This design comes from an exercise in tuning for small area, a short achievable clock period and few clock cycles per item on the open sky130 flow, not from production work.
The RTL was checked by simulation tests, not by an equivalence proof against the original design.
Power is estimated from default activity; no workload was simulated.

==> design/flow/design.v <==
package muldiv_pkg;
    function automatic logic is_word(input logic [3:0] op);
        is_word = (op >= 4'd8) && (op <= 4'd12);
    endfunction
    function automatic logic is_illegal(input logic [3:0] op);
        is_illegal = op > 4'd12;
    endfunction
    function automatic logic is_mul(input logic [3:0] op);
        is_mul = (op <= 4'd3) || (op == 4'd8);
    endfunction
    function automatic logic is_rem(input logic [3:0] op);
        is_rem = (op == 4'd6) || (op == 4'd7) || (op == 4'd11) || (op == 4'd12);
    endfunction
    function automatic logic is_signed_a(input logic [3:0] op);
        is_signed_a = (op == 4'd1) || (op == 4'd2) || (op == 4'd4) || (op == 4'd6)
            || (op == 4'd9) || (op == 4'd11);
    endfunction
    function automatic logic is_signed_b(input logic [3:0] op);
        is_signed_b = (op == 4'd1) || (op == 4'd4) || (op == 4'd6)
            || (op == 4'd9) || (op == 4'd11);
    endfunction
endpackage
module muldiv_prep (
    input  logic [3:0]  op,
    input  logic [63:0] rs1,
    input  logic [63:0] rs2,
    output logic [68:0] x,
    output logic [63:0] y,
    output logic [67:0] m,
    output logic        a_neg,
    output logic        b_neg
);
    logic        word;
    logic        mul;
    logic        sa;
    logic        sb;
    logic [63:0] a_ext;
    logic [63:0] b_ext;
    always_comb begin
        word  = muldiv_pkg::is_word(op);
        mul   = muldiv_pkg::is_mul(op);
        sa    = muldiv_pkg::is_signed_a(op);
        sb    = muldiv_pkg::is_signed_b(op);
        a_ext = word ? {{32{sa & rs1[31]}}, rs1[31:0]} : rs1;
        b_ext = word ? {{32{sb & rs2[31]}}, rs2[31:0]} : rs2;
        a_neg = sa & a_ext[63];
        b_neg = sb & b_ext[63];
        x     = mul ? 69'd0 : {5'b00000, a_ext ^ {64{a_neg}}};
        y     = mul ? rs1 : 64'd0;
        m     = {{4{b_neg}}, b_ext};
    end
endmodule
module muldiv_add #(
    parameter int W  = 67,
    parameter bit KS = 1
) (
    input  logic [W-1:0] a,
    input  logic [W-1:0] b,
    input  logic         cin,
    output logic [W-1:0] s
);
    localparam int N = W + 1;
    localparam int L = $clog2(N);
    logic [N-1:0] g [0:L];
    logic [N-1:0] p [0:L];
    assign g[0] = {a & b, cin};
    assign p[0] = {a ^ b, 1'b0};
    for (genvar l = 0; l < L; l++) begin : g_lvl
        for (genvar i = 0; i < N; i++) begin : g_bit
            if (KS) begin : g_ks
                if (i >= (1 << l)) begin : g_op
                    assign g[l+1][i] = g[l][i] | (p[l][i] & g[l][i - (1 << l)]);
                    assign p[l+1][i] = p[l][i] & p[l][i - (1 << l)];
                end else begin : g_pass
                    assign g[l+1][i] = g[l][i];
                    assign p[l+1][i] = p[l][i];
                end
            end else begin : g_sk
                if ((i >> l) & 1) begin : g_op
                    assign g[l+1][i] = g[l][i] | (p[l][i] & g[l][((i >> l) << l) - 1]);
                    assign p[l+1][i] = p[l][i] & p[l][((i >> l) << l) - 1];
                end else begin : g_pass
                    assign g[l+1][i] = g[l][i];
                    assign p[l+1][i] = p[l][i];
                end
            end
        end
    end
    assign s = (a ^ b) ^ g[L][N-2:0];
endmodule
module muldiv_iter
#(
    parameter int XLEN     = 64,
    parameter bit WORD_OPS = 1
) (
    input  logic            clk,
    input  logic            rst,
    input  logic            flush,
    input  logic            in_valid,
    output logic            in_ready,
    input  logic [3:0]      op,
    input  logic [XLEN-1:0] rs1,
    input  logic [XLEN-1:0] rs2,
    output logic            out_valid,
    input  logic            out_ready,
    output logic [XLEN-1:0] result,
    output logic            busy
);
    localparam int W = 69;         
    localparam int I_IDLE  = 0;
    localparam int I_MUL   = 1;
    localparam int I_DCHK  = 2;    
    localparam int I_ALIGN = 3;    
    localparam int I_DIV   = 4;
    localparam int I_FIX   = 5;    
    localparam int I_CAP   = 6;    
    localparam int I_NEGX  = 7;    
    localparam int I_NEGI  = 8;    
    localparam int NS      = 9;
    logic [NS-1:0] st;
    logic [6:0]   cnt;
    logic [W-1:0] x;       
    logic [63:0]  y;       
    logic [W-2:0] m;       
    logic [W-1:0] q;       
    logic         b_s1, b_s2, b_s32, b_inv;    
    logic [W-1:0] r;       
    logic         r_s1, r_s2, r_inv;           
    logic         qc;      
    logic         c_word;
    logic         c_mul;
    logic         c_hi;    
    logic         c_fix;   
    logic         c_rem;
    logic         c_ill;
    logic         c_dn;    
    logic         c_neg;   
    logic         c_dz;    
    logic         c_inc;   
    logic [W-1:0] p_x;
    logic [63:0]  p_y;
    logic [W-2:0] p_m;
    logic         p_aneg;
    logic         p_bneg;
    muldiv_prep u_prep (
        .op   (op),
        .rs1  (rs1),
        .rs2  (rs2),
        .x    (p_x),
        .y    (p_y),
        .m    (p_m),
        .a_neg(p_aneg),
        .b_neg(p_bneg)
    );
    logic         take;
    logic         cap_ok;
    logic         ov_n;
    logic [W-1:0] sum;
    logic         neg;     
    logic         m_zero;
    logic         last;
    logic         dn_n;
    logic [W-2:0] m_n;
    logic [NS-1:0] ld_st;         
    logic [NS-1:0] nl_p, nl_m;    
    logic [NS-1:0] st_p;          
    logic [NS-1:0] st_m;          
    logic         n_s1, n_s2, n_s32, inv_p, cin_p;
    logic         alt;
    logic         inv_m;
    logic         dv;
    logic [2:0]   bd, be;
    logic         nr_s1, nr_s2, nr_inv;
    logic [W-1:0] cs_s, cs_c;    
    logic [63:0]  rn;
    logic [63:0]  res_n;
    function automatic logic [2:0] booth(input logic b1, input logic b0, input logic bm);
        booth = {b0 ^ bm, (b1 & ~b0 & ~bm) | (~b1 & b0 & bm), b1 & ~(b0 & bm)};
    endfunction
    assign take   = in_ready && in_valid && !flush && !rst;
    assign cap_ok = st[I_CAP] && (!out_valid || out_ready);
    assign q = ((b_s1 ? {m[W-2], m} : '0) | (b_s2 ? {m, 1'b0} : '0)
              | (b_s32 ? {m[W-6:0], 5'b00000} : '0)) ^ {W{b_inv}};
    assign r = {((r_s1 ? m[W-3:0] : '0) | (r_s2 ? {m[W-4:0], 1'b0} : '0)) ^ {(W-2){r_inv}},
                r_inv, r_inv};
    assign cs_s = x ^ q ^ r;
    assign cs_c = {(x[W-2:0] & q[W-2:0]) | (x[W-2:0] & r[W-2:0]) | (q[W-2:0] & r[W-2:0]),
                   r_inv | c_inc};
    muldiv_add #(.W(W), .KS(1)) u_add (.a(cs_s), .b(cs_c), .cin(qc), .s(sum));
    assign neg    = sum[W-1];
    assign m_zero = (m == '0);
    assign last   = (cnt == 7'd1);
    always_comb begin
        ld_st = '0;
        if (muldiv_pkg::is_illegal(op))  ld_st[I_CAP]  = 1'b1;
        else if (muldiv_pkg::is_mul(op)) ld_st[I_MUL]  = 1'b1;
        else                             ld_st[I_DCHK] = 1'b1;
        nl_p = '0;
        if (st[I_IDLE]) nl_p[I_IDLE] = 1'b1;
        if (st[I_MUL]) begin
            if (!last)      nl_p[I_MUL] = 1'b1;
            else if (c_fix) nl_p[I_FIX] = 1'b1;
            else            nl_p[I_CAP] = 1'b1;
        end
        if (st[I_DCHK]) begin
            if (!m_zero)             nl_p[I_ALIGN] = 1'b1;
            else if (c_rem && c_neg) nl_p[I_NEGX]  = 1'b1;
            else                     nl_p[I_CAP]   = 1'b1;
        end
        if (st[I_ALIGN]) nl_p[I_ALIGN] = 1'b1;
        if (st[I_DIV]) begin
            if (cnt != 7'd0)      nl_p[I_DIV]  = 1'b1;
            else if (!c_neg)      nl_p[I_CAP]  = 1'b1;
            else if (c_rem)       nl_p[I_NEGX] = 1'b1;
            else                  nl_p[I_NEGI] = 1'b1;
        end
        if (st[I_FIX]) begin
            if (c_neg) nl_p[I_NEGX] = 1'b1;
            else       nl_p[I_CAP]  = 1'b1;
        end
        if (st[I_NEGX]) begin
            if (c_inc) nl_p[I_CAP]  = 1'b1;
            else       nl_p[I_NEGI] = 1'b1;
        end
        if (st[I_NEGI]) nl_p[I_CAP]  = 1'b1;
        if (st[I_CAP]) begin
            if (cap_ok) nl_p[I_IDLE] = 1'b1;
            else        nl_p[I_CAP]  = 1'b1;
        end
        nl_m = nl_p;
        if (st[I_DCHK] && !m_zero) begin nl_m[I_ALIGN] = 1'b0; nl_m[I_DIV] = 1'b1; end
        if (st[I_ALIGN])           begin nl_m[I_ALIGN] = 1'b0; nl_m[I_DIV] = 1'b1; end
        if (st[I_DIV] && cnt == 7'd0 && c_rem) begin nl_m[I_CAP] = 1'b0; nl_m[I_NEGX] = 1'b0; nl_m[I_FIX] = 1'b1; end
        st_p = in_ready ? ld_st : nl_p;
        st_m = neg ? nl_m : nl_p;
    end
    always_comb begin
        m_n = m;
        if (in_ready)                        m_n = p_m;
        else if (st[I_ALIGN])                m_n = {m[W-6:0], 4'b0000};
        else if (st[I_DIV] && cnt != 7'd0)   m_n = {m[W-2], m[W-2:1]};
    end
    always_comb begin
        dn_n   = in_ready ? p_bneg : c_dn;
        n_s1 = 1'b0; n_s2 = 1'b0; n_s32 = 1'b0; inv_p = 1'b0; cin_p = 1'b0;
        nr_s1 = 1'b0; nr_s2 = 1'b0; nr_inv = 1'b0;
        if (in_ready) begin
            bd = booth(rs1[1], rs1[0], 1'b0);
            be = booth(rs1[3], rs1[2], rs1[1]);
        end else begin
            bd = booth(y[5], y[4], y[3]);
            be = booth(y[7], y[6], y[5]);
        end
        if (st_p[I_MUL]) begin
            n_s1 = bd[2]; n_s2 = bd[1]; inv_p = bd[0]; cin_p = bd[0];
            {nr_s1, nr_s2, nr_inv} = be;
        end
        if (st_p[I_NEGI])  cin_p = 1'b1;
        if (st_p[I_DCHK])  begin n_s2 = 1'b1;  inv_p = ~dn_n; cin_p = ~dn_n; end
        if (st_p[I_ALIGN]) begin n_s32 = 1'b1; inv_p = ~dn_n; cin_p = ~dn_n; end
        if (st_p[I_DIV])   begin n_s1 = 1'b1;  inv_p = ~dn_n; cin_p = ~dn_n; end
        if (st_p[I_FIX])   begin n_s1 = 1'b1;  inv_p = dn_n;  cin_p = dn_n; end
        alt   = st[I_DCHK] || st[I_ALIGN] || (st[I_DIV] && cnt == 7'd0 && c_rem);
        dv    = st[I_DCHK] || st[I_ALIGN] || (st[I_DIV] && (cnt != 7'd0 || c_rem));
        inv_m = st[I_DIV] ? c_dn : ~c_dn;
    end
    always_comb begin
        rn = (c_rem || c_neg) ? x[63:0] : y;
        if (c_ill)                   res_n = 64'd0;
        else if (c_mul && c_hi)      res_n = x[63:0];
        else if (c_mul && c_word)    res_n = {{32{y[63]}}, y[63:32]};
        else if (c_mul)              res_n = y;
        else if (c_dz && !c_rem)     res_n = {64{1'b1}};
        else if (c_word)             res_n = {{32{rn[31]}}, rn[31:0]};
        else                         res_n = rn;
    end
    always_ff @(posedge clk) begin
        b_s1  <= (neg && alt) ? 1'b1 : n_s1;
        b_s2  <= (neg && alt) ? 1'b0 : n_s2;
        b_s32 <= (neg && alt) ? 1'b0 : n_s32;
        b_inv <= (neg && dv) ? inv_m : inv_p;
        qc    <= (neg && dv) ? inv_m : cin_p;
        r_s1  <= nr_s1;
        r_s2  <= nr_s2;
        r_inv <= nr_inv;
        m    <= m_n;
        if (in_ready) begin
            x       <= p_x;
            y       <= p_y;
            cnt     <= muldiv_pkg::is_mul(op) ? (muldiv_pkg::is_word(op) ? 7'd8 : 7'd16) : 7'd0;
            c_word  <= muldiv_pkg::is_word(op);
            c_mul   <= muldiv_pkg::is_mul(op);
            c_hi    <= (op == 4'd1) || (op == 4'd2) || (op == 4'd3);
            c_fix   <= (op == 4'd3) && rs1[63];
            c_rem   <= muldiv_pkg::is_rem(op);
            c_ill   <= muldiv_pkg::is_illegal(op);
            c_dn    <= p_bneg;
            c_neg   <= !muldiv_pkg::is_mul(op) && (muldiv_pkg::is_rem(op) ? p_aneg : (p_aneg ^ p_bneg));
            c_dz    <= 1'b0;
            c_inc   <= !muldiv_pkg::is_mul(op) && p_aneg;
        end else begin
            if (st[I_MUL]) begin
                x   <= {{4{sum[W-1]}}, sum[W-1:4]};
                y   <= {sum[3:0], y[63:4]};
                cnt <= cnt - 7'd1;
            end
            if (st[I_FIX] || st[I_NEGI]) x <= sum;
            if (st[I_NEGX]) x <= ~x;
            if (st[I_DCHK] && m_zero) c_dz <= 1'b1;
            if (st[I_ALIGN]) cnt <= cnt + 7'd4;
            if (st[I_DIV]) c_inc <= 1'b0;
            if (st[I_DIV]) begin
                if (cnt == 7'd0 && c_neg && !c_rem) x <= {{(W-63){1'b1}}, ~y[62:0], neg};
                else                                x <= sum;
                y <= {y[62:0], ~neg};
                if (cnt != 7'd0) cnt <= cnt - 7'd1;
            end
        end
    end
    always_comb begin
        ov_n = out_valid && !out_ready;
        if (cap_ok) ov_n = 1'b1;
    end
    always_ff @(posedge clk) begin
        if (cap_ok) result <= res_n;
        if (rst || flush) begin
            st        <= 'd1;
            out_valid <= 1'b0;
            in_ready  <= 1'b1;
            busy      <= 1'b0;
        end else begin
            st        <= take ? ld_st : st_m;
            out_valid <= ov_n;
            in_ready  <= take ? (ld_st[I_CAP] && !ov_n) : (st_m[I_IDLE] || (st_m[I_CAP] && !ov_n));
            busy      <= take || !st_m[I_IDLE] || ov_n;
        end
    end
endmodule
==> design/flow/run.sh <==
#!/bin/bash
# synth_recipe.tcl (not shown) runs the flow's synth.tcl, then flattens the netlist and writes it again
# the make line also repeats each setting of config.mk as NAME=value (left out here)
make -C /OpenROAD-flow-scripts/flow DESIGN_CONFIG=/design/flow/config.mk WORK_HOME=/design/flow/orfs CLKGATE_MAP_FILE= SYNTH_SCRIPT=/design/flow/synth_recipe.tcl finish
==> design/flow/config.mk <==
export PLATFORM = sky130hd
export DESIGN_NAME = muldiv_iter
export DESIGN_NICKNAME = muldiv_iter
export VERILOG_FILES = /design/flow/design.v
export SDC_FILE = /design/flow/constraint.sdc
export NUM_CORES = 4
export LEC_CHECK = 0
export CAP_MARGIN = 20
export CORE_MARGIN = 2
export CORE_UTILIZATION = 45
export SETUP_SLACK_MARGIN = 5
export SLEW_MARGIN = 20
export TNS_END_PERCENT = 0
==> design/flow/constraint.sdc <==
create_clock -name core_clock -period 10.0 [get_ports {clk}]
set_input_delay 2.0000 -clock core_clock [delete_from_list [all_inputs] [get_ports {clk}]]
set_output_delay 2.0000 -clock core_clock [all_outputs]
set_load 0.01 [all_outputs]
==> results of run 1 <==
cells by family (layout without fill, tap and decap cells):
logic type,Yosys count,count (layout),synth area share
flip-flops,302,302,0.324
XOR/XNOR,271,271,0.0876
multiplexers,126,126,0.0477
buffers and inverters,395,410,0.0573
AND/OR/NAND/NOR,795,795,0.134
other,0,1,0
AO/OA/AOI/OAI,1072,1072,0.262
adder cells (fa/ha/maj),146,146,0.0866
power by group through the flow:
| stage | Sequential [mW] | Clock, mW | Combinational [mW] |
|---|---|---|---|
| final | 2.10 | 1.41 | 6.56 |
| after global routing | 2.10 | 1.48 | 7.03 |
| after detailed placement | 2.12 | 0 | 6.28 |
| after floorplan | 1.77 | 0 | 4.55 |
| after global placement | 2.12 | 0 | 6.27 |
| after CTS | 2.08 | 1.43 | 6.37 |
repair_timing:
action,4_1_cts,5_1_grt
setup endpoints to repair,65,53
gates cloned,0,1
resized for setup,12,17
pin swaps,2,6
setup buffers,11,12
state kept, by name (all words and copies together) (netlist names), 7 cells and up:
signal	count
cnt	7
m	68
result	64
st	9
x	69
y	64
critical path: cells and delay by family (launching register included):
family / cells / cell delay (ns)
AOI/OAI and AO/OA: 7 / 1.63
and+or+nand+nor: 3 / 1.09
adders and majority gates: 2 / 0.93
DFF: 1 / 0.59
muxes: 1 / 0.29
xor gates and xnor gates: 1 / 0.25
metrics by stage:
stage | power [mW] | utilization | hold slack (ns) | worst slack (ns) | std cells
floorplan | 6.32 | - | 0.453 | 5.06 | 3107
global placement | 8.39 | 0.492 | 0.496 | 4.32 | 3799
detailed placement | 8.40 | 0.493 | 0.504 | 4.26 | 3801
CTS | 9.88 | 0.517 | 0.519 | 4.97 | 3882
global route | 10.6 | 0.519 | 0.545 | 4.82 | 3895
finish | 10.1 | 0.519 | 0.512 | 4.97 | 3896
placed cells by master, fill, tap and decap left out, drive strengths merged, types with 11 or more instances in the layout:
cell type and n:
buf 65, dfxtp 29, xnor2 179, a221oi 20
a22oi 76, nand2 266, clkbuf 58, ha 77
mux2 21, nor2 212, and3 11, a31oi 15
o21bai 16, a221o 12, nor3 54, a222oi 63
o22ai 57, nand3 98, o21ai 239, nand2b 11
inv 69, fa 69, nor4 21, o221ai 48
edfxtp 273, a211oi 103, xor2 92, o21a 14
o211ai 21, nor2b 47, nand4 31, a21oi 280
clkdlybuf4s50 203, mux2i 105, a21o 42
per-layer routing:
metal	wire length (um)	vias up	share of wire
li1	-	11600	-
met1	41300	12800	0.37
met3	10600	324	0.096
met5	45	-	0.00041
met2	51800	1569	0.47
met4	6600	6	0.060
path summary, 6_finish.rpt:
kind	endpoint	slack (ns)	depth (start not counted)
min	cnt[1]	0.51	2
min reg2reg	cnt[1]	0.51	2
max reg2reg	x[61]	4.97	14
max	x[61]	4.97	14
final cells by class:
cell class / instances / area [um^2] / area share
antenna: 1 / 2.50 / 0.0000813
clock buffer: 58 / 1120 / 0.0364
clock inverter: 12 / 128 / 0.00415
inverter: 70 / 267 / 0.00866
multi-input combinational: 2410 / 16900 / 0.548
sequential: 302 / 8810 / 0.286
tap: 773 / 967 / 0.0314
timing repair buffer: 269 / 2610 / 0.0849
timing repair inverter: 1 / 7.51 / 0.000244
==> flow_summary.rst, run 1 <==
.. list-table::
   :header-rows: 1

   * - Metric
     - Value
   * - Outcome
     - timing/DRC/antenna clean
   * - Post-DP HPWL
     - just over 80000 um
   * - Synth top area cells
     - sky130_fd_sc_hd__edfxtp_1, sky130_fd_sc_hd__xnor2_1, sky130_fd_sc_hd__fa_1
   * - Vertical extent of the die
     - 249 um
   * - Number of levels the H-tree was split into
     - 2
   * - Total congestion overflow
     - 0
   * - CP Launch Point
     - m[11]
   * - WL per Instance
     - 28.3 um
   * - Worst EP arrival
     - about 5.4 ns
   * - WP data required
     - 10.33 ns
   * - Net Count, Synth
     - around 3400
   * - Post-synthesis average cell area
     - 8.72 um^2
   * - Post-Syn Instances
     - 3107
   * - YS warnings
     - 5
   * - Cell-internal power
     - 4.80 mW
   * - Maximum clock frequency
     - 199 MHz
   * - Post-synth top area share
     - 0.303
   * - Number of antenna violations at the first check in global routing
     - 4
   * - DIE AREA
     - 0.0622 mm^2
   * - Largest net degree at the start of global routing
     - 104
   * - Slew @ Worst Pin
     - 1.16 ns
   * - Met1 Use GR
     - 0.426
   * - Final critical-path required period
     - 5.03 ns
   * - Slowest stage cell on the critical path
     - sky130_fd_sc_hd__edfxtp_1
   * - Number of clock sinks
     - between 300 and 400
   * - Count of flip-flops with a built-in enable after synthesis
     - 273
   * - Vias in the first global route
     - 24800
   * - Final Hold Vio Count
     - 0
   * - Critical setup path kind
     - reg -> reg
   * - Power dissipated by switching net loads
     - 5.27 mW
   * - Ratio of routed vias to standard cells
     - 6.74
   * - Max VDD drop
     - roughly 0.00018 V
   * - Std cell rows
     - 89
   * - Worst hold start
     - cnt[1]
   * - Cell taking the most area after synthesis
     - sky130_fd_sc_hd__edfxtp_1
   * - Relative contribution of combinational cells to total power
     - 0.651
   * - Top fanout value on the critical path
     - 8
   * - # setup viols final
     - 0
   * - Number of DRC markers after the initial detailed-route iteration
     - roughly 3800
   * - Clock Tree Buf Depth
     - 3
   * - Die boundary width
     - 249 um
   * - Effective utilization at floorplan
     - 0.457
   * - Startpoint types
     - register
   * - Cell at the root of the clock tree
     - sky130_fd_sc_hd__clkbuf_16
   * - Leak
     - between 10 and 15 nW
   * - Share of flip-flops with an asynchronous set or reset
     - 0
   * - Nature of the critical path endpoint
     - register
   * - Most common cell in the synthesized netlist
     - sky130_fd_sc_hd__a21oi_1
   * - Count of distinct cell types in the synthesized netlist
     - 92
   * - Clock Skew
     - approximately 0.020 ns
   * - Final net count
     - between 3000 and 4000
   * - Part of the cycle the worst path needs
     - 0.503
   * - Clock slew seen by the registers of the worst setup and hold paths
     - 0.06 ns
   * - Area added between synthesis and finish
     - 13.6%
   * - Setup repair after global routing missed its margin
     - yes
   * - Main synth FF type
     - sky130_fd_sc_hd__edfxtp_1
   * - Reg power frac
     - 0.209
   * - CTS tree
     - yes
   * - Proportion of layout cells with a drive suffix above 1
     - 0.0666
   * - Number of buffer cells added on primary ports
     - 203
   * - Proportion of total power due to net switching
     - 0.523
   * - Most congested layer reported by global routing
     - met2
   * - Detailed Routing Iterations Pass 1
     - 9
   * - Most numerous cell types in the synthesized netlist
     - sky130_fd_sc_hd__a21oi_1, sky130_fd_sc_hd__edfxtp_1, sky130_fd_sc_hd__nand2_1
   * - Clock buffers created by TritonCTS
     - 39
   * - Final WL
     - around 110000 um
   * - Share of synthesized area occupied by flip-flops and latches
     - 0.324
   * - CTS Hold Bufs
     - 0
   * - Via count of the routed design
     - 26300
   * - Post-synthesis register bit count
     - a little over 300
   * - Number of pins with negative max-slew slack in the final report
     - 0
   * - Ports placed on the boundary
     - roughly 200
   * - Total global routing track utilization
     - 0.338
   * - Setup TNS
     - 0 ns
   * - Post-placement cell area
     - 0.0292 mm^2
   * - Worst-skew pair later-pin latency
     - 0.57 ns
   * - Met3 layer usage reported by global route
     - 0.0652
   * - Global-route wire length before repair
     - roughly 160000 um
   * - Pwr dens
     - 327 mW/mm^2
   * - Critical-path cell list
     - a222oi_1, xnor2_1, fa_1, ha_1, a21oi_2, o221ai_2, or3_1, or4_4, a41oi_4, o211ai_2, and3b_4, mux2_4, a211o_1, a31o_1
   * - Delay of the slowest cell on the worst path
     - 0.59 ns
   * - Source of the worst register-to-register timing path
     - m[11]
   * - Remaining routing DRC violations
     - 0
   * - Placeable Area
     - 0.0592 mm^2
   * - Relative contribution of the clock network to total power
     - 0.140
   * - Post-layout instance area
     - 0.0308 mm^2
   * - Path class of the lowest-slack min-delay path
     - reg -> reg
   * - Netlist Area Pre-Place
     - 0.0271 mm^2
   * - Placer's final routability congestion estimate
     - between 0.9 and 1
   * - Slew HR
     - 0.217
   * - Met2 routing resource usage after global routing
     - 0.551
   * - Filler cell count
     - 5577
   * - Count of antenna-violating nets left after detailed routing
     - 0
   * - Maximum capacitance violations
     - 0
Testbench counts, summed over its fixed seeds: cycles 31,068, items 2,400.
==> run 2, diff against run 1 <==
--- a/design/flow/design.v
+++ b/design/flow/design.v
@@ -157,7 +157,7 @@
     logic         ov_n;
     logic [W-1:0] sum;
     logic         neg;     
-    logic         m_zero;
+    logic         dz;      
     logic         last;
     logic         dn_n;
     logic [W-2:0] m_n;
@@ -188,7 +188,7 @@
                    r_inv | c_inc};
     muldiv_add #(.W(W), .KS(1)) u_add (.a(cs_s), .b(cs_c), .cin(qc), .s(sum));
     assign neg    = sum[W-1];
-    assign m_zero = (m == '0);
+    assign dz     = st[I_ALIGN] && cnt[6];
     assign last   = (cnt == 7'd1);
     always_comb begin
         ld_st = '0;
@@ -202,12 +202,12 @@
             else if (c_fix) nl_p[I_FIX] = 1'b1;
             else            nl_p[I_CAP] = 1'b1;
         end
-        if (st[I_DCHK]) begin
-            if (!m_zero)             nl_p[I_ALIGN] = 1'b1;
+        if (st[I_DCHK]) nl_p[I_ALIGN] = 1'b1;
+        if (st[I_ALIGN]) begin
+            if (!dz)                 nl_p[I_ALIGN] = 1'b1;
             else if (c_rem && c_neg) nl_p[I_NEGX]  = 1'b1;
             else                     nl_p[I_CAP]   = 1'b1;
         end
-        if (st[I_ALIGN]) nl_p[I_ALIGN] = 1'b1;
         if (st[I_DIV]) begin
             if (cnt != 7'd0)      nl_p[I_DIV]  = 1'b1;
             else if (!c_neg)      nl_p[I_CAP]  = 1'b1;
@@ -228,8 +228,8 @@
             else        nl_p[I_CAP]  = 1'b1;
         end
         nl_m = nl_p;
-        if (st[I_DCHK] && !m_zero) begin nl_m[I_ALIGN] = 1'b0; nl_m[I_DIV] = 1'b1; end
-        if (st[I_ALIGN])           begin nl_m[I_ALIGN] = 1'b0; nl_m[I_DIV] = 1'b1; end
+        if (st[I_DCHK])        begin nl_m[I_ALIGN] = 1'b0; nl_m[I_DIV] = 1'b1; end
+        if (st[I_ALIGN] && !dz) begin nl_m[I_ALIGN] = 1'b0; nl_m[I_DIV] = 1'b1; end
         if (st[I_DIV] && cnt == 7'd0 && c_rem) begin nl_m[I_CAP] = 1'b0; nl_m[I_NEGX] = 1'b0; nl_m[I_FIX] = 1'b1; end
         st_p = in_ready ? ld_st : nl_p;
         st_m = neg ? nl_m : nl_p;
@@ -306,7 +306,7 @@
             end
             if (st[I_FIX] || st[I_NEGI]) x <= sum;
             if (st[I_NEGX]) x <= ~x;
-            if (st[I_DCHK] && m_zero) c_dz <= 1'b1;
+            if (dz) c_dz <= 1'b1;
             if (st[I_ALIGN]) cnt <= cnt + 7'd4;
             if (st[I_DIV]) c_inc <= 1'b0;
             if (st[I_DIV]) begin
==> flow_summary.rst, run 2 <==
.. list-table::
   :header-rows: 1

   * - Metric
     - Value
   * - Outcome
     - timing/DRC/antenna clean
   * - Met3 WL
     - 12100 um
   * - Clock Skew
     - 0.0130 ns
   * - Netlist Area Pre-Place
     - 0.0268 mm^2
   * - Vias in the first global route
     - 23500
   * - Slew HR
     - 0.202
   * - Register-to-Register Setup Slack
     - slightly above 5 ns
   * - Final WL
     - 109000 um
   * - Sink of the worst hold path
     - in_ready
   * - Area added between synthesis and finish
     - 15.1%
   * - Total global routing track utilization
     - 0.343
   * - Count of flip-flops with a built-in enable after synthesis
     - between 200 and 300
   * - Leading cell types in the layout, fill and taps excluded
     - sky130_fd_sc_hd__nand2_1, sky130_fd_sc_hd__edfxtp_1, sky130_fd_sc_hd__a21oi_1
   * - Post-route worst hold slack
     - 0.497 ns
   * - Final Hold Vio Count
     - 0
   * - Post-route setup slack
     - 5.03 ns
   * - Filler cell count
     - 5523
   * - Most common cell after layout, fill and taps aside
     - sky130_fd_sc_hd__nand2_1
   * - Share of synthesized area occupied by flip-flops and latches
     - 0.328
   * - Number of flip-flops in the largest register
     - 69
   * - Std cell rows
     - 89
   * - Via count of the routed design
     - 25900
   * - Cell at the root of the clock tree
     - sky130_fd_sc_hd__clkbuf_16
   * - Setup TNS
     - 0 ns
   * - Effective utilization at floorplan
     - 0.455
   * - Largest net degree at the start of global routing
     - between 80 and 90
   * - Delay of the slowest cell on the worst path
     - 0.55 ns
   * - Proportion of layout cells with a drive suffix above 1
     - 0.0666
   * - Vertical extent of the die
     - 248 um
   * - Number of cell instances on the worst register-to-register path
     - 16
   * - Capturing point of the worst reg2reg path
     - x[61]
   * - YS warnings
     - 5
   * - Synth top area cells
     - sky130_fd_sc_hd__edfxtp_1, sky130_fd_sc_hd__xnor2_1, sky130_fd_sc_hd__mux2i_1
   * - Total congestion overflow
     - 0
   * - Number of antenna violations at the first check in global routing
     - 3
   * - Count of antenna-violating nets left after detailed routing
     - 0
   * - Global-route wire length before repair
     - ~160000 um
   * - Top layer in use
     - met5
   * - Post-synthesis register bit count
     - between 300 and 400
   * - Max VDD drop
     - 0.000158 V
   * - Pre-CTS worst setup slack
     - 4.44 ns
   * - Ratio of routed vias to standard cells
     - 6.62
   * - Final net count
     - roughly 3400
   * - Slowest stage cell on the critical path
     - sky130_fd_sc_hd__fa_1
   * - Path class of the lowest-slack min-delay path
     - reg -> reg
   * - Count of distinct cell types in the synthesized netlist
     - 87
   * - Ports placed on the boundary
     - 204
   * - Part of the cycle the worst path needs
     - 0.497
   * - Post-DP HPWL
     - 81200 um
   * - Main synth FF type
     - sky130_fd_sc_hd__edfxtp_1
   * - # setup viols final
     - 0
   * - Share of flip-flops with an asynchronous set or reset
     - 0
   * - Slew @ Worst Pin
     - 1.19 ns
   * - Placeable Area
     - 0.0589 mm^2
   * - Startpoint types
     - register
   * - Clock Tree Buf Depth
     - 3
   * - Number of cells after detailed placement
     - 3827
   * - WL per Instance
     - 27.8 um
   * - Number of buffer cells added on primary ports
     - 203
   * - Placer's final routability congestion estimate
     - 0.991
   * - Cell taking the most area after synthesis
     - sky130_fd_sc_hd__edfxtp_1
   * - Maximum clock frequency
     - 201 MHz
   * - Critical-path cell list
     - a222oi_1, xor2_1, fa_1, inv_1, ha_1, nand2_2, nor2_4, nand4_1, o211ai_4, or4b_4, nand3_2, a21oi_2, o31a_1, xnor2_2, a221oi_2, o21ai_0
   * - Final critical-path required period
     - 4.97 ns
   * - WP data required
     - 10.28 ns
   * - Post-Syn Instances
     - 3062
   * - Worst-skew pair later-pin latency
     - approximately 0.56 ns
   * - Number of DRC markers after the initial detailed-route iteration
     - 4138
   * - Setup repair after global routing missed its margin
     - yes
   * - Remaining routing DRC violations
     - 0
   * - Most flops, register
     - x
   * - Die boundary width
     - 248 um
   * - Post-synthesis average cell area
     - 8.75 um^2
   * - Worst hold start
     - st[0]
   * - Number of clock sinks
     - 302
   * - Net Count, Synth
     - ~3300
   * - Cells on Worst Hold Path
     - 2
   * - Most numerous cell types in the synthesized netlist
     - sky130_fd_sc_hd__nand2_1, sky130_fd_sc_hd__edfxtp_1, sky130_fd_sc_hd__a21oi_1
   * - Maximum capacitance violations
     - 0
   * - Post-synth top area share
     - 0.306
   * - Number of levels the H-tree was split into
     - 2
   * - Registers with the most flip-flops
     - x: 69 flops, m: 68 flops
   * - Clock slew seen by the registers of the worst setup and hold paths
     - 0.06 ns
   * - Count of placed standard cells in the final layout, fillers left out
     - approximately 4000
   * - CTS tree
     - yes
   * - Top fanout value on the critical path
     - 5
   * - Met2 Routed Length
     - about 44000 um
   * - Worst EP arrival
     - ~5.3 ns
   * - Clock buffers created by TritonCTS
     - 37
   * - Critical setup path kind
     - reg -> reg
   * - Nature of the critical path endpoint
     - register
   * - Number of pins with negative max-slew slack in the final report
     - 0
   * - Leak
     - approximately 11 nW
   * - Detailed Routing Iterations Pass 1
     - 10
   * - Source of the worst register-to-register timing path
     - m[4]
   * - Most common cell in the synthesized netlist
     - sky130_fd_sc_hd__nand2_1
   * - CTS Hold Bufs
     - 0
   * - Met1 Routed Length
     - a little under 50000 um
   * - DIE AREA
     - 0.0615 mm^2
   * - Pwr dens
     - 341 mW/mm^2
-- run 2: how the worst max path moves through the flow --
stage                      from     to  cells after the start  slack, ns
after floorplan           b_inv  x[61]                     17       5.26
after CTS                  b_s2  x[33]                     17       4.93
final                      m[4]  x[61]                     16       5.03
after detailed placement  op[2]  x[42]                     11       4.44
after global routing      b_s32  x[60]                     15       4.91
after global placement    op[2]  x[56]                     11       4.52
-- run 2: routing by layer --
metal,vias to the layer above,GRT usage
li1,11600,-
met1,12600,0.529
met2,1589,0.472
met3,200,0.0709
met4,2,0.108
met5,-,0
-- run 2: power by group --
group	total (mW)	internal, mW	switching (mW)	leakage, nW
registers	2.13	1.63	0.503	3.14
logic	7.13	2.47	4.66	7.42
clock network	1.26	0.691	0.565	0.517
total	10.5	4.80	5.73	11.1
-- run 2: through the flow --
stage,util,power [mW],instance area (um^2)
after floorplan,-,6.38,26800
after global placement,0.495,8.60,29200
after detailed placement,0.496,8.60,29200
after CTS,0.515,9.92,30300
after global routing,0.523,11.1,30800
final,0.523,10.5,30800
-- run 2: kinds of logic (layout without fill, tap and decap cells) --
group	after synthesis	in the layout	synth area share
compound gates	1072	1072	0.265
simple gates	802	802	0.131
buf+inv	324	401	0.0463
flops	302	302	0.328
xor+xnor	275	276	0.0899
fa+ha+maj	146	146	0.0875
mux	141	141	0.0528
other cells	0	4	0
-- run 2: layout make-up --
type	instances	area (um^2)	area share
Timing Repair inverter	1	7.51	0.000244
Inverter	73	278	0.00901
Multi-Input combinational cell	2437	17100	0.555
Clock inverter	14	77.6	0.00252
Antenna cell	4	10.0	0.000325
Tap cell	773	967	0.0314
Sequential cell	302	8810	0.286
Clock buffer	50	985	0.0319
Timing Repair Buffer	263	2580	0.0837
-- run 2: critical path: cells and delay by family (launching register included) --
kind / cells / cell delay [ns]
DFF: 1 / 0.47
and+or+nand+nor: 5 / 1.12
adders and majority gates: 2 / 0.90
buffers and inverters: 1 / 0.05
xor gates and xnor gates: 2 / 0.41
AOI/OAI and AO/OA: 6 / 1.75
-- run 2: timing repair --
item / 4_1_cts / 5_1_grt
setup buffers: 0 / 20
gates resized for setup: 15 / 66
setup endpoints to repair: 47 / 58
gates cloned: 0 / 2
pin swaps: 0 / 16
Testbench counts of run 2, summed over its fixed seeds: cycles 31,238, items 2,400.
==> run 3, diff against run 2 <==
--- a/design/flow/design.v
+++ b/design/flow/design.v
@@ -186,7 +186,7 @@
     assign cs_s = x ^ q ^ r;
     assign cs_c = {(x[W-2:0] & q[W-2:0]) | (x[W-2:0] & r[W-2:0]) | (q[W-2:0] & r[W-2:0]),
                    r_inv | c_inc};
-    muldiv_add #(.W(W), .KS(1)) u_add (.a(cs_s), .b(cs_c), .cin(qc), .s(sum));
+    muldiv_add #(.W(W), .KS(0)) u_add (.a(cs_s), .b(cs_c), .cin(qc), .s(sum));
     assign neg    = sum[W-1];
     assign dz     = st[I_ALIGN] && cnt[6];
     assign last   = (cnt == 7'd1);
==> flow_summary.rst, run 3 <==
.. list-table::
   :header-rows: 1

   * - Metric
     - Value
   * - Register-to-Register Setup Slack
     - 5.10 ns
   * - Most numerous cell types in the synthesized netlist
     - sky130_fd_sc_hd__edfxtp_1, sky130_fd_sc_hd__a21oi_1, sky130_fd_sc_hd__o21ai_0
   * - Count of antenna-violating nets left after detailed routing
     - 0
   * - Remaining routing DRC violations
     - 0
   * - Registers with the most flip-flops
     - x: 69 flops, m: 68 flops
   * - Most common cell in the synthesized netlist
     - sky130_fd_sc_hd__edfxtp_1
   * - Netlist Area Pre-Place
     - 0.0249 mm^2
   * - CTS Hold Bufs
     - 0
   * - Std cell rows
     - 86
   * - Number of cells after detailed placement
     - around 3400
   * - Final Hold Vio Count
     - 0
   * - Cell at the root of the clock tree
     - sky130_fd_sc_hd__clkbuf_16
   * - Slew @ Worst Pin
     - 1.08 ns
   * - Effective utilization at floorplan
     - 0.454
   * - Number of pins with negative max-slew slack in the final report
     - 0
   * - Total global routing track utilization
     - 0.321
   * - Fraction of the core area covered by cells at the end of the flow
     - 0.527
   * - CTS tree
     - yes
   * - YS warnings
     - 5
   * - Capturing point of the worst reg2reg path
     - b_s1
   * - Maximum clock frequency
     - 204 MHz
   * - Parity-gate share of the synthesized area counting xor and xnor cells
     - 0.0949
   * - Vias in the first global route
     - 21000
   * - Share of flip-flops with an asynchronous set or reset
     - 0
   * - Total congestion overflow
     - 0
   * - Dominant combinational cell family by area after synthesis
     - compound AO/OA/AOI/OAI gates
   * - Post-Syn Instances
     - about 2700
   * - Final net count
     - 3071
   * - Leading cell types in the layout, fill and taps excluded
     - sky130_fd_sc_hd__edfxtp_1, sky130_fd_sc_hd__a21oi_1, sky130_fd_sc_hd__o21ai_0
   * - Compound-cell area share of the yosys netlist
     - 0.251
   * - Placer's final routability congestion estimate
     - a little over 0.9
   * - Main synth FF type
     - sky130_fd_sc_hd__edfxtp_1
   * - Post-synthesis average cell area
     - 9.18 um^2
   * - Most flops, register
     - x
   * - Area added between synthesis and finish
     - 16.2%
   * - Post-synthesis register bit count
     - around 300
   * - Clock Skew
     - 0.0198 ns
   * - Count of distinct cell types in the synthesized netlist
     - 78
   * - Final WL
     - 94000 um
   * - Setup repair after global routing missed its margin
     - yes
   * - Number of DRC markers after the initial detailed-route iteration
     - 3481
   * - Post-route setup slack
     - 5.10 ns
   * - Number of levels the H-tree was split into
     - 2
   * - Number of flip-flops in the largest register
     - 69
   * - Number of clock sinks
     - 302
   * - DIE AREA
     - around 0.057 mm^2
   * - Worst hold start
     - st[0]
   * - Slew HR
     - 0.277
   * - Global-route wire length before repair
     - around 140000 um
   * - Final critical-path required period
     - slightly below 5 ns
   * - Setup TNS
     - 0 ns
   * - Vertical extent of the die
     - 239 um
   * - Via count of the routed design
     - 23000
   * - Synth top area cells
     - sky130_fd_sc_hd__edfxtp_1, sky130_fd_sc_hd__xnor2_1, sky130_fd_sc_hd__fa_1
   * - Number of buffer cells added on primary ports
     - about 200
   * - Clock buffers created by TritonCTS
     - 37
   * - # setup viols final
     - 0
   * - Post-placement cell area
     - between 0.02 and 0.03 mm^2
   * - Net Count, Synth
     - around 3000
   * - Cell taking the most area after synthesis
     - sky130_fd_sc_hd__edfxtp_1
   * - Power after layout
     - 8.61 mW
   * - Outcome
     - timing/DRC/antenna clean
   * - Post-synth top area share
     - 0.329
   * - Post-DP HPWL
     - 67300 um
   * - Detailed Routing Iterations Pass 1
     - 11
   * - Number of antenna violations at the first check in global routing
     - 0
   * - Startpoint types
     - register
   * - Maximum capacitance violations
     - 0
   * - Pwr dens
     - 298 mW/mm^2
   * - WL per Instance
     - 26.8 um
   * - Adder and majority cell fraction of the synthesized area
     - 0.0985
   * - Top fanout value on the critical path
     - 64
   * - Number of cell instances on the worst register-to-register path
     - 18
   * - Critical setup path kind
     - reg -> reg
   * - Worst EP arrival
     - roughly 5.3 ns
   * - Die boundary width
     - 239 um
   * - Count of placed standard cells in the final layout, fillers left out
     - between 3000 and 4000
   * - Clock slew seen by the registers of the worst setup and hold paths
     - ~0.060 ns
   * - CP Launch Point
     - b_s32
   * - Post-synthesis simple-gate area fraction
     - 0.113
   * - Worst-skew pair later-pin latency
     - 0.58 ns
   * - Part of the cycle the worst path needs
     - 0.490
   * - Count of flip-flops with a built-in enable after synthesis
     - 273
   * - Clock Tree Buf Depth
     - 3
   * - Post-layout instance area
     - 0.0289 mm^2
   * - Portion of netlist area occupied by mux cells
     - 0.0414
   * - Max VDD drop
     - ~0.00014 V
   * - Proportion of layout cells with a drive suffix above 1
     - 0.0666
   * - Leak
     - between 10 and 15 nW
   * - Ports placed on the boundary
     - 204
   * - Largest net degree at the start of global routing
     - 101
   * - Most common cell after layout, fill and taps aside
     - sky130_fd_sc_hd__edfxtp_1
   * - Ratio of routed vias to standard cells
     - 6.53
   * - Nature of the critical path endpoint
     - register
   * - Post-route worst hold slack
     - 0.516 ns
   * - WP data required
     - 10.42 ns
   * - Share of synthesized area occupied by flip-flops and latches
     - 0.353
   * - Path class of the lowest-slack min-delay path
     - reg -> reg
   * - Cells on Worst Hold Path
     - 2
   * - Sink of the worst hold path
     - st[0]
   * - Pre-CTS worst setup slack
     - between 4 and 5 ns
   * - Source of the worst register-to-register timing path
     - b_s32
   * - Placeable Area
     - 0.0549 mm^2
## run 3: changes by cell type in the layout (fill, tap and decap cells not counted), sizes merged, moves of 31 or more
cell    before  now
mux2i      139  103
o22ai       33   76
a211oi      82  113
nand2      366  177
nor2b       14   49
o21ai      269  226
## run 3: repair_timing
action | in CTS | in global routing
cloned | 0 | 1
setup buffers | 4 | 6
gates resized for setup | 18 | 26
pin swaps | 1 | 14
endpoints found under the setup margin | 19 | 11
## run 3: final cells by class
class                           count  area [um^2]
Clock buffer                       45          997
Antenna cell                        1         2.50
Inverter                           85          323
Fill cell                        5068        26000
Timing Repair Buffer              263         2600
Clock inverter                     20          282
Sequential cell                   302         8800
Tap cell                          704          881
Multi-Input combinational cell   2094        15000
## run 3: cell families after synthesis
kind of cell / Yosys count
flops: 302
buf+inv: 315
xor+xnor: 266
fa+ha+maj: 151
compound gates: 951
simple gates: 623
mux: 103
## run 3: how the worst max path moves through the flow
stage,end,slack (ns),cells after the start
after floorplan,x[63],5.09,18
after global placement,x[54],4.48,10
after detailed placement,x[54],4.45,10
after CTS,x[59],5.01,21
after global routing,x[59],4.89,17
final,b_s1,5.10,18
## run 3: critical path, stage by stage, from the launching register on
cell	delay, ns
sky130_fd_sc_hd__dfxtp_2	0.32
sky130_fd_sc_hd__buf_8	0.19
sky130_fd_sc_hd__a222oi_1	0.56
sky130_fd_sc_hd__xor2_1	0.16
sky130_fd_sc_hd__fa_1	0.54
sky130_fd_sc_hd__inv_1	0.07
sky130_fd_sc_hd__ha_1	0.30
sky130_fd_sc_hd__nand4_1	0.15
sky130_fd_sc_hd__nor3_2	0.19
sky130_fd_sc_hd__o211ai_1	0.17
sky130_fd_sc_hd__a21oi_4	0.22
sky130_fd_sc_hd__buf_4	0.16
sky130_fd_sc_hd__nor2_4	0.07
sky130_fd_sc_hd__o31a_4	0.41
sky130_fd_sc_hd__a21oi_4	0.20
sky130_fd_sc_hd__a21oi_4	0.10
sky130_fd_sc_hd__xnor2_2	0.57
sky130_fd_sc_hd__nor2_1	0.16
sky130_fd_sc_hd__o21bai_1	0.19
## run 3: where the power goes
group | internal [mW] | leakage (nW) | switching, mW
Sequential | 1.63 | 3.14 | 0.430
Combinational | 1.94 | 6.56 | 3.16
Clock | 0.870 | 0.617 | 0.587
Total | 4.44 | 10.3 | 4.18
## run 3: per-layer routing
layer	share of wire	GRT usage	up-vias	wire, um
met5	0	0	-	0
met4	0.028	0.0877	0	2650
met3	0.11	0.0568	142	10700
met2	0.41	0.456	1441	38400
met1	0.45	0.498	11100	42200
li1	-	-	10300	-
Testbench counts of run 3, summed over its fixed seeds: cycles 31,238, items 2,400.
==> run 4, diff against run 3 <==
--- a/design/flow/config.mk
+++ b/design/flow/config.mk
@@ -7,7 +7,7 @@
 export LEC_CHECK = 0
 export CAP_MARGIN = 20
 export CORE_MARGIN = 2
-export CORE_UTILIZATION = 45
+export CORE_UTILIZATION = 50
 export SETUP_SLACK_MARGIN = 5
 export SLEW_MARGIN = 20
 export TNS_END_PERCENT = 0
==> flow_summary.rst, run 4 <==
.. list-table::
   :header-rows: 1

   * - Metric
     - Value
   * - Maximum capacitance violations
     - 0
   * - Ratio of routed vias to standard cells
     - 6.63
   * - Proportion of total power due to net switching
     - 0.490
   * - Count of distinct cell types in the synthesized netlist
     - 78
   * - Critical path's top delay family
     - buffers and inverters
   * - Most numerous cell types in the synthesized netlist
     - sky130_fd_sc_hd__edfxtp_1, sky130_fd_sc_hd__a21oi_1, sky130_fd_sc_hd__o21ai_0
   * - Filler cell count
     - 4382
   * - Vertical extent of the die
     - ~230 um
   * - Vias in the first global route
     - 21200
   * - Via count of the routed design
     - around 23000
   * - Leading cell types in the layout, fill and taps excluded
     - sky130_fd_sc_hd__edfxtp_1, sky130_fd_sc_hd__a21oi_1, sky130_fd_sc_hd__o21ai_0
   * - Number of antenna cells inserted
     - 0
   * - Power dissipated by switching net loads
     - 4.12 mW
   * - Path class of the lowest-slack min-delay path
     - reg -> reg
   * - Final Hold Vio Count
     - 0
   * - Worst-skew pair later-pin latency
     - around 0.58 ns
   * - Number of clock sinks
     - 302
   * - Share of synthesized area occupied by flip-flops and latches
     - 0.353
   * - Number of levels the H-tree was split into
     - 2
   * - Ports placed on the boundary
     - 204
   * - Proportion of layout cells with a drive suffix above 1
     - 0.0685
   * - YS warnings
     - 5
   * - Detailed Routing Iterations Pass 1
     - 13
   * - Number of cell instances on the worst register-to-register path
     - 17
   * - Relative contribution of the clock network to total power
     - 0.156
   * - Final WL
     - 92800 um
   * - Total congestion overflow
     - 0
   * - Cells on Worst Hold Path
     - 2
   * - Nature of the critical path endpoint
     - register
   * - Largest net degree at the start of global routing
     - 99
   * - Cell taking the most area after synthesis
     - sky130_fd_sc_hd__edfxtp_1
   * - Placer's final routability congestion estimate
     - 0.934
   * - Count of antenna-violating nets left after detailed routing
     - 0
   * - Die boundary width
     - about 230 um
   * - Slowest stage cell on the critical path
     - sky130_fd_sc_hd__clkdlybuf4s50_1
   * - Number of antenna violations at the first check in global routing
     - 0
   * - Critical-path cell list
     - clkdlybuf4s50_1, or2_2, nand2_1, nand2b_1, inv_2, buf_6, nor2b_2, buf_4, a221oi_1, o21ai_0, a21o_1
   * - Most common cell in the synthesized netlist
     - sky130_fd_sc_hd__edfxtp_1
   * - Max VDD drop
     - 0.000137 V
   * - Synth top area cells
     - sky130_fd_sc_hd__edfxtp_1, sky130_fd_sc_hd__xnor2_1, sky130_fd_sc_hd__fa_1
   * - Startpoint types
     - input port
   * - Reg power frac
     - 0.246
   * - Number of gates on the worst path with buffers counted
     - 11
   * - Remaining routing DRC violations
     - 0
   * - Leak
     - between 10 and 15 nW
   * - Cell-internal power
     - between 4 and 5 mW
   * - Clock Tree Buf Depth
     - 3
   * - Placeable Area
     - 0.0491 mm^2
   * - Post-Syn Instances
     - 2711
   * - Delay of the slowest cell on the worst path
     - 0.56 ns
   * - Netlist Area Pre-Place
     - 0.0249 mm^2
   * - Setup repair after global routing missed its margin
     - yes
   * - Effective utilization at floorplan
     - 0.508
   * - Critical setup path kind
     - in -> reg
   * - CTS tree
     - yes
   * - Count of placed standard cells in the final layout, fillers left out
     - approximately 3500
   * - Fraction of the core area covered by cells at the end of the flow
     - 0.587
   * - Relative contribution of combinational cells to total power
     - 0.598
   * - Worst EP arrival
     - 5.27 ns
   * - WP data required
     - 10.33 ns
   * - Registers with the most flip-flops
     - x: 69 flops, m: 68 flops
   * - Cell at the root of the clock tree
     - sky130_fd_sc_hd__clkbuf_16
   * - Post-synthesis register bit count
     - 302
   * - Setup TNS
     - 0 ns
   * - Number of DRC markers after the initial detailed-route iteration
     - 3942
   * - Post-layout instance area
     - around 0.029 mm^2
   * - Part of the cycle the worst path needs
     - 0.494
   * - Post-synthesis average cell area
     - 9.18 um^2
   * - Slew HR
     - 0.233
   * - Post-synth top area share
     - 0.329
   * - Final net count
     - 3082
   * - Share of flip-flops with an asynchronous set or reset
     - 0
   * - Area added between synthesis and finish
     - 15.6%
   * - Net Count, Synth
     - 2999
   * - Post-placement cell area
     - 0.0273 mm^2
   * - Maximum clock frequency
     - 203 MHz
   * - Number of pins with negative max-slew slack in the final report
     - 0
   * - Total global routing track utilization
     - 0.354
   * - WL per Instance
     - 26.6 um
   * - DIE AREA
     - 0.0516 mm^2
   * - Slew @ Worst Pin
     - approximately 1.1 ns
   * - Number of cells after detailed placement
     - 3398
   * - Count of flip-flops with a built-in enable after synthesis
     - 273
   * - Top fanout value on the critical path
     - 63
   * - Global-route wire length before repair
     - ~140000 um
   * - Main synth FF type
     - sky130_fd_sc_hd__edfxtp_1
   * - Clock buffers created by TritonCTS
     - 37
   * - Final critical-path required period
     - 4.94 ns
   * - Pwr dens
     - about 290 mW/mm^2
   * - Most flops, register
     - x
   * - WP buf/inv
     - 4
   * - # setup viols final
     - 0
   * - Outcome
     - timing/DRC/antenna clean
   * - Post-DP HPWL
     - about 66000 um
   * - Number of flip-flops in the largest register
     - approximately 70
   * - Most common cell after layout, fill and taps aside
     - sky130_fd_sc_hd__edfxtp_1
   * - Std cell rows
     - 81
   * - Number of buffer cells added on primary ports
     - 203
   * - Clock Skew
     - 0.0279 ns
   * - Clock slew seen by the registers of the worst setup and hold paths
     - 0.06 ns
run 4: cell counts after synthesis:
Identical to the previous run, type by type.
run 4: repair_timing:
item,in CTS,in global routing
buffers inserted,3,18
pin swaps,0,11
hold buffers,0,0
gates resized for setup,18,23
setup endpoints to repair,22,8
run 4: area by class of cell:
class / instances / area, um^2 / share of cell area
inverters: 85 / 323 / 0.0112
clock inverters: 16 / 109 / 0.00378
well taps: 664 / 831 / 0.0289
repair buffers: 274 / 2640 / 0.0918
flip-flops and latches: 302 / 8800 / 0.306
multi-input cells: 2094 / 15000 / 0.523
clock buffers: 48 / 1030 / 0.0358
run 4: worst reg2reg max path: stages, from the launching register on:
cell                       delay [ns]
sky130_fd_sc_hd__edfxtp_1        0.55
sky130_fd_sc_hd__a222oi_1        0.47
sky130_fd_sc_hd__xnor2_1         0.20
sky130_fd_sc_hd__fa_1            0.45
sky130_fd_sc_hd__ha_1            0.39
sky130_fd_sc_hd__nand4_1         0.12
sky130_fd_sc_hd__nor2_1          0.29
sky130_fd_sc_hd__o211ai_1        0.20
sky130_fd_sc_hd__a21oi_4         0.25
sky130_fd_sc_hd__o21ai_1         0.13
sky130_fd_sc_hd__and3_1          0.23
sky130_fd_sc_hd__o21ai_1         0.17
sky130_fd_sc_hd__fa_2            0.52
sky130_fd_sc_hd__nor2_1          0.19
sky130_fd_sc_hd__a221oi_2        0.08
sky130_fd_sc_hd__a21oi_1         0.16
sky130_fd_sc_hd__o21a_1          0.14
sky130_fd_sc_hd__o22ai_1         0.06
run 4: stage by stage:
step / setup slack (ns) / power (mW) / hold WS [ns]
finish: 5.06 / 8.41 / 0.522
global route: 4.88 / 8.92 / 0.543
CTS: 4.95 / 8.21 / 0.521
detailed placement: 4.35 / 6.86 / 0.503
global placement: 4.43 / 6.78 / 0.497
floorplan: 5.09 / 5.35 / 0.452
run 4: layer usage:
metal / GRT usage / up-vias / share of wire
met4: 0.0983 / 0 / 0.026
met3: 0.0711 / 137 / 0.13
met5: 0 / - / 0
li1: - / 10300 / -
met2: 0.497 / 1536 / 0.41
met1: 0.548 / 11100 / 0.43
run 4: worst paths after layout:
check               from      to  slack, ns
setup / recovery   op[0]   x[48]       5.06
hold / removal    cnt[1]  cnt[1]       0.52
setup reg to reg   m[24]   x[59]       5.13
hold reg to reg   cnt[1]  cnt[1]       0.52
run 4: cell families after synthesis:
kind of cell	synth area share
compound gates	0.251
xor+xnor	0.0949
fa+ha+maj	0.0985
buf+inv	0.0477
flops	0.353
mux	0.0414
simple gates	0.113
run 4: power by group through the flow:
stage / Sequential, mW / Clock [mW] / Combinational [mW]
CTS: 2.03 / 1.32 / 4.86
finish: 2.07 / 1.31 / 5.03
detailed placement: 2.06 / 0 / 4.80
global placement: 2.06 / 0 / 4.73
global route: 2.07 / 1.36 / 5.49
floorplan: 1.81 / 0 / 3.53
==> run 5, diff against run 4 <==
--- a/design/flow/config.mk
+++ b/design/flow/config.mk
@@ -7,7 +7,8 @@
 export LEC_CHECK = 0
 export CAP_MARGIN = 20
 export CORE_MARGIN = 2
-export CORE_UTILIZATION = 50
+export CORE_UTILIZATION = 45
+export CTS_BUF_LIST = sky130_fd_sc_hd__clkbuf_8
 export SETUP_SLACK_MARGIN = 5
 export SLEW_MARGIN = 20
 export TNS_END_PERCENT = 0
==> flow_summary.rst, run 5 <==
.. list-table::
   :header-rows: 1

   * - Metric
     - Value
   * - Outcome
     - timing/DRC/antenna clean
   * - Nature of the critical path endpoint
     - register
   * - Path class of the lowest-slack min-delay path
     - reg -> reg
   * - Total global routing track utilization
     - 0.323
   * - Cell at the root of the clock tree
     - sky130_fd_sc_hd__clkbuf_8
   * - Number of antenna violations at the first check in global routing
     - 1
   * - Total congestion overflow
     - 0
   * - Clock buffers created by TritonCTS
     - 56
   * - Maximum clock frequency
     - 206 MHz
   * - Post-layout instance area
     - around 0.029 mm^2
   * - Vertical extent of the die
     - 239 um
   * - Number of cells after detailed placement
     - 3437
   * - Post-DP HPWL
     - 67300 um
   * - Leak
     - a little over 10 nW
   * - FF/Latch Area
     - 0.00880 mm^2
   * - Global-route wire length before repair
     - 138000 um
   * - Via count of the routed design
     - 23100
   * - Remaining routing DRC violations
     - 0
   * - Most common cell after layout, fill and taps aside
     - sky130_fd_sc_hd__edfxtp_1
   * - Count of distinct cell types in the synthesized netlist
     - 78
   * - Final WL
     - around 94000 um
   * - Worst-skew pair later-pin latency
     - roughly 0.69 ns
   * - Count of antenna-violating nets left after detailed routing
     - 0
   * - Detailed Routing Iterations Pass 1
     - 8
   * - Die boundary width
     - 239 um
   * - Part of the cycle the worst path needs
     - 0.485
   * - Register-to-Register Setup Slack
     - 5.15 ns
   * - Top fanout value on the critical path
     - 64
   * - Number of buffer cells added on primary ports
     - 203
   * - Count of flip-flops with a built-in enable after synthesis
     - 273
   * - Filler cell count
     - 5117
   * - DIE AREA
     - ~0.057 mm^2
   * - Setup repair after global routing missed its margin
     - no
   * - Count of placed standard cells in the final layout, fillers left out
     - around 3600
   * - Worst EP arrival
     - 5.25 ns
   * - Clock slew seen by the registers of the worst setup and hold paths
     - about 0.07 ns
   * - Max VDD drop
     - 0.000153 V
   * - Slew @ Worst Pin
     - between 1 and 1.5 ns
   * - Std cell rows
     - 86
   * - Share of synthesized area occupied by flip-flops and latches
     - 0.353
   * - Synth top area cells
     - sky130_fd_sc_hd__edfxtp_1, sky130_fd_sc_hd__xnor2_1, sky130_fd_sc_hd__fa_1
   * - Clock Skew
     - 0.0412 ns
   * - Pre-CTS worst setup slack
     - 4.45 ns
   * - Most flops, register
     - x
   * - Final critical-path required period
     - 4.85 ns
   * - Share of flip-flops with an asynchronous set or reset
     - 0
   * - Largest net degree at the start of global routing
     - 101
   * - Number of DRC markers after the initial detailed-route iteration
     - 3557
   * - Ports placed on the boundary
     - slightly above 200
   * - Pwr dens
     - roughly 290 mW/mm^2
   * - Post-route setup slack
     - 5.15 ns
   * - Vias in the first global route
     - 21200
   * - YS warnings
     - 5
   * - Number of pins with negative max-slew slack in the final report
     - 0
   * - Clock Tree Buf Depth
     - 3
   * - Setup TNS
     - 0 ns
   * - CP Launch Point
     - b_s32
   * - Number of flip-flops in the largest register
     - 69
   * - Post-synth top area share
     - 0.329
   * - WL per Instance
     - 26.6 um
   * - Post-Syn Instances
     - 2711
   * - Post-synthesis register bit count
     - 302
   * - Placeable Area
     - 0.0549 mm^2
   * - Post-placement cell area
     - 0.0274 mm^2
   * - Most numerous cell types in the synthesized netlist
     - sky130_fd_sc_hd__edfxtp_1, sky130_fd_sc_hd__a21oi_1, sky130_fd_sc_hd__o21ai_0
   * - Number of cell instances on the worst register-to-register path
     - 18
   * - # setup viols final
     - 0
   * - Area added between synthesis and finish
     - 15.3%
   * - Proportion of layout cells with a drive suffix above 1
     - 0.0731
   * - WP data required
     - slightly above 10 ns
   * - Maximum capacitance violations
     - 0
   * - Critical path destination
     - x[59]
   * - Final Hold Vio Count
     - 0
   * - Startpoint types
     - register
   * - Placer's final routability congestion estimate
     - between 0.9 and 1
   * - Cell taking the most area after synthesis
     - sky130_fd_sc_hd__edfxtp_1
   * - Capturing point of the worst reg2reg path
     - x[59]
   * - Net Count, Synth
     - 2999
   * - Effective utilization at floorplan
     - 0.454
   * - Ratio of routed vias to standard cells
     - 6.50
   * - Area of the multi-input gates
     - 0.0151 mm^2
   * - Leading cell types in the layout, fill and taps excluded
     - sky130_fd_sc_hd__edfxtp_1, sky130_fd_sc_hd__a21oi_1, sky130_fd_sc_hd__o21ai_0
   * - Main synth FF type
     - sky130_fd_sc_hd__edfxtp_1
   * - Post-synthesis average cell area
     - just over 9 um^2
   * - Number of levels the H-tree was split into
     - 2
   * - Slew HR
     - 0.269
   * - CTS tree
     - yes
   * - Most common cell in the synthesized netlist
     - sky130_fd_sc_hd__edfxtp_1
   * - Number of clock sinks
     - 302
   * - Netlist Area Pre-Place
     - 0.0249 mm^2
   * - Critical setup path kind
     - reg -> reg
   * - Source of the worst register-to-register timing path
     - b_s32
   * - Final net count
     - roughly 3100
   * - Registers with the most flip-flops
     - x: 69 flops, m: 68 flops
run 5: cell count changes in the layout (fill, tap and decap cells not counted), moves of 3 or more:
| cell | change |
|---|---|
| sky130_fd_sc_hd__clkbuf_8 | +58 |
| sky130_fd_sc_hd__clkinv_2 | +6 |
| sky130_fd_sc_hd__inv_1 | +17 |
| sky130_fd_sc_hd__clkbuf_16 | -39 |
| sky130_fd_sc_hd__clkinv_1 | +6 |
| sky130_fd_sc_hd__ha_1 | -3 |
| sky130_fd_sc_hd__buf_4 | -13 |
| sky130_fd_sc_hd__clkbuf_1 | -8 |
run 5: layout make-up:
class,count,area share
multi-input combinational,2094,0.525
sequential,302,0.307
timing repair buffer,263,0.0903
tap,704,0.0307
clock buffer,58,0.0278
inverter,85,0.0112
clock inverter,43,0.00854
antenna,1,0.0000872
run 5: report_power, final:
group / leakage (nW) / switching, mW / internal (mW) / total, mW
Combinational: 6.56 / 3.18 / 1.95 / 5.13
Clock: 0.604 / 0.585 / 0.590 / 1.17
Sequential: 3.14 / 0.432 / 1.63 / 2.06
run 5: repair_timing:
item | CTS | global route
endpoints found under the setup margin | 18 | 8
cloned | 0 | 1
gates resized for setup | 16 | 32
endpoints found under the hold margin | 0 | 0
pin swaps | 1 | 13
buffers inserted | 4 | 6
hold buffers | 0 | 0
run 5: critical path, stage by stage, from the launching register on:
cell and delay (ns):
sky130_fd_sc_hd__dfxtp_2 0.32, sky130_fd_sc_hd__buf_8 0.19, sky130_fd_sc_hd__a222oi_1 0.59, sky130_fd_sc_hd__xnor2_1 0.21, sky130_fd_sc_hd__fa_1 0.45, sky130_fd_sc_hd__ha_2 0.41, sky130_fd_sc_hd__nand4_1 0.11, sky130_fd_sc_hd__nor2_2 0.20
sky130_fd_sc_hd__o211ai_1 0.17, sky130_fd_sc_hd__a21oi_4 0.25, sky130_fd_sc_hd__o21ai_1 0.12, sky130_fd_sc_hd__and3_1 0.24, sky130_fd_sc_hd__o21ai_2 0.18, sky130_fd_sc_hd__fa_2 0.50, sky130_fd_sc_hd__nor2_1 0.15, sky130_fd_sc_hd__a221oi_2 0.07
sky130_fd_sc_hd__a21oi_1 0.16, sky130_fd_sc_hd__o21a_1 0.15, sky130_fd_sc_hd__o22ai_1 0.07
run 5: per-stage QoR:
stage / total power, mW / util / hold slack, ns
6_report: 8.36 / 0.523 / 0.515
5_1_grt: 8.86 / 0.523 / 0.537
4_1_cts: 8.13 / 0.520 / 0.516
3_5_place_dp: 6.91 / 0.499 / 0.502
3_3_place_gp: 6.85 / 0.499 / 0.495
2_1_floorplan: 5.35 / - / 0.452
run 5: logic make-up after synthesis:
kind of cell,count (synthesis),share of synthesized area
XOR/XNOR,266,0.0949
AND/OR/NAND/NOR,623,0.113
buffers and inverters,315,0.0477
flip-flops,302,0.353
AO/OA/AOI/OAI,951,0.251
multiplexers,103,0.0414
adder cells (fa/ha/maj),151,0.0985
run 5: worst min path at each step:
| stage | start | endpoint | depth (start not counted) |
|---|---|---|---|
| after floorplan | c_dz | c_dz | 2 |
| after global placement | st[0] | st[0] | 2 |
| after detailed placement | st[0] | st[0] | 2 |
| after CTS | st[0] | st[0] | 2 |
| after global routing | cnt[1] | cnt[1] | 2 |
| final | st[0] | st[0] | 2 |
run 5: metal layers:
metal / vias to the layer above / track usage / routed length, um
li1: 10300 / - / -
met1: 11100 / 0.499 / 42000
met2: 1466 / 0.456 / 38700
met3: 136 / 0.0573 / 11100
met4: 0 / 0.0955 / 2720
met5: - / 0 / 0

re-timing with driven ports:
How much do the figures lean on ideal ports? The routed layouts below were timed once more, with nothing changed but the port constraints. Step 1, drivers: a clkbuf_16 drives clk and a buf_2 each remaining input, both assumed. Step 2 moves the port delays by t, midway between the first and last clock arrival at a register: inputs arrive t later, outputs are due t later. That takes back most of the time a late clock gives input paths. Slacks: no drivers / after step 1 / after step 2; pairs: no drivers / after step 1.
| run | t, ns | slack for setup (ns) | hold WS [ns] | worst setup path after step 2 | clock arrival spread, ns |
|---|---|---|---|---|---|
| run 1 | 0.618 | 4.973 / 4.973 / 4.499 | 0.512 / 0.512 / 0.512 | input to register | 0.019 / 0.020 |
| run 2 | 0.622 | 5.029 / 5.024 / 4.515 | 0.497 / 0.497 / 0.497 | input to register | 0.016 / 0.016 |
| run 3 | 0.630 | 5.096 / 5.096 / 4.615 | 0.516 / 0.516 / 0.516 | input to register | 0.020 / 0.020 |
| run 4 | 0.623 | 5.063 / 5.098 / 4.475 | 0.522 / 0.522 / 0.522 | input to register | 0.029 / 0.029 |
| run 5 | 0.718 | 5.146 / 5.146 / 4.523 | 0.515 / 0.515 / 0.515 | input to register | 0.041 / 0.041 |
After both steps setup and hold are still met in every run listed. The setup slack of run 5, which loses most, moves by 0.000 ns with the drivers and by -0.623 ns with both steps.
